Background: an optimization exercise with open tools, aiming at small area, a short achievable clock period and few clock cycles per item. Do not read the settings as production practice.
Function was checked by simulation only, so behaviour that the tests miss may differ from the original.
Power figures rest on the tool's default switching activity, not on a simulated workload.

==> flow/design.v (excerpt) <==
module card_shoe (
	input  logic       clk,
	input  logic       arst_n,
	input  logic       start,
	output logic       busy,
	input  logic [1:0] req_op,
	input  logic [30:0] req_random,
	output logic       done,
	output logic       rsp_card_valid,
	output logic [3:0] rsp_card_rank,
	output logic [1:0] rsp_card_suit,
	output logic [8:0] rsp_cards_left,
	output logic       rsp_reshuffle_needed,
	output logic       rsp_shuffle_busy,
	input  logic       cfg_we,
	input  logic       cfg_index,
	input  logic [8:0] cfg_data
);
	csd_pkg::req_t req;
	csd_pkg::rsp_t rsp;
	assign req.op           = req_op;
	assign req.random_value = req_random;
	card_shoe_shuffle_deal u_core (
		.clk       (clk),
		.arst_n    (arst_n),
		.start     (start),
		.busy      (busy),
		.req       (req),
		.done      (done),
		.rsp       (rsp),
		.cfg_we    (cfg_we),
		.cfg_index (cfg_index),
		.cfg_data  (cfg_data)
	);
	assign rsp_card_valid       = rsp.card_valid;
	assign rsp_card_rank        = rsp.card_rank;
	assign rsp_card_suit        = rsp.card_suit;
	assign rsp_cards_left       = rsp.cards_left;
	assign rsp_reshuffle_needed = rsp.reshuffle_needed;
	assign rsp_shuffle_busy     = rsp.shuffle_busy;
endmodule
Size in the first run: about 3,400 flip-flops, roughly 67 I/O pins, about 0.15 sq mm of cells after synthesis.
export LEC_CHECK = 0
export CAP_MARGIN = 20
export CELL_PAD_IN_SITES_DETAIL_PLACEMENT = 1
export CELL_PAD_IN_SITES_GLOBAL_PLACEMENT = 1
export CORE_MARGIN = 2
export CORE_UTILIZATION = 42
export CTS_CLUSTER_DIAMETER = 100
export CTS_CLUSTER_SIZE = 20
export PLACE_DENSITY = 0.56
export SLEW_MARGIN = 20
export SYNTH_HIERARCHICAL = 1
create_clock -name core_clock -period 10.0 [get_ports {clk}]
standard.sh (not shown) runs the stock make flow with config.mk's settings and CLKGATE_MAP_FILE= SYNTH_SCRIPT=/design/flow/synth_recipe.tcl, a recipe that flattens the netlist after the stock synthesis.
==> flow/flow/run.sh <==
#!/bin/bash
# Layout flow: the standard ORFS flow (standard.sh, standard synthesis unchanged,
# same clock period and constraints), with two changes to how the layout is made:
#  - the port buffers are plain buffers (sky130_fd_sc_hd__buf_4) instead of the delay
#    cell buffer_ports picks by default; every port still gets its buffer;
#  - repair_timing is asked for 6.2 ns of setup slack, so it sizes and buffers the
#    paths longer than 3.8 ns instead of stopping at the 10 ns clock.
# The full output of the run goes to flow_run.log in the work folder; ORFS keeps each
# step's own log under orfs/logs/.
set -euo pipefail
export BUFFER_PORTS_ARGS="-buffer_cell sky130_fd_sc_hd__buf_4"
export SETUP_SLACK_MARGIN=6.2
bash standard.sh finish > flow_run.log 2>&1
Testbench counts at the start, summed over its fixed seeds: cycles 10,804, requests 10,252.
Edit:
- CORE_UTILIZATION: 42 -> 30
- PLACE_DENSITY: 0.56 -> 0.5
Effect: Maximum frequency grows by 1.4%. Design area grows by 2.0%. Setup slack is better by 53 ps. Total power rises by 0.82%. Critical path depth grows by 1. Worst hold slack hardly moves. Wire length went up by 3.6%.

---

Another version of the RTL of card_shoe (not shown whole).
Size: about 15,000 cells after synthesis, ~3,400 flip-flops.
Settings: LEC_CHECK=0, CAP_MARGIN=20, CORE_MARGIN=2, CORE_UTILIZATION=30, SLEW_MARGIN=20, SYNTH_HIERARCHICAL=1; clock period 10.0 ns.
run.sh (not shown) runs the stock make flow with config.mk's settings and CLKGATE_MAP_FILE= SYNTH_SCRIPT=/design/flow/synth_recipe.tcl, a recipe that flattens the netlist after the stock synthesis.
Stock flow here: none of the scripts above is used.
The starting point passed the timing, DRC and antenna checks.
Testbench counts at the start, summed over its fixed seeds: cycles 10,828, requests 10,252.
Next try:
CELL_PAD_IN_SITES_DETAIL_PLACEMENT = 1   (was not set)
CELL_PAD_IN_SITES_GLOBAL_PLACEMENT = 1   (was not set)
CTS_CLUSTER_DIAMETER = 70   (was not set)
CTS_CLUSTER_SIZE = 30   (was not set)
PLACE_DENSITY = 0.5   (was not set)
After rerunning: The changed run completed without violations. Wire length is higher by about a fifth. Global-route usage is higher by 4.9 points. Hold slack gets worse by 0.0091 ns. Critical path depth is unchanged.

afterwards: timing with drivers on the ports:
The flow's constraints put no driver on any port. The routed layouts listed below were extracted and timed again, unchanged, in two steps. Step 1, drivers: a clkbuf_16 drives clk and a buf_2 each remaining input, both assumed. Step 2 adds t to the input delays and takes it off the output delays; t is the mean of the earliest and latest rising clock arrival at the registers after step 1. Input paths then give back, and output paths get back, about the clock's delay inside the block. a / b / c = ideal ports / drivers / drivers and shift; a / b = the first two.
run	shift t [ns]	setup slack, ns	worst data-port slew with drivers (ns)
the first run of note 1	1.059	6.091 / 6.091 / 5.510	0.11
the second run of note 1	1.093	6.145 / 6.145 / 5.592	0.08
the first run of note 2	1.093	5.532 / 5.532 / 5.196	0.11
the second run of note 2	1.107	5.406 / 5.406 / 5.189	0.04
After both steps setup and hold are still met in every run listed. The setup slack of the first run of note 1, which loses most, moves by 0.000 ns with the drivers and by -0.581 ns with both steps.
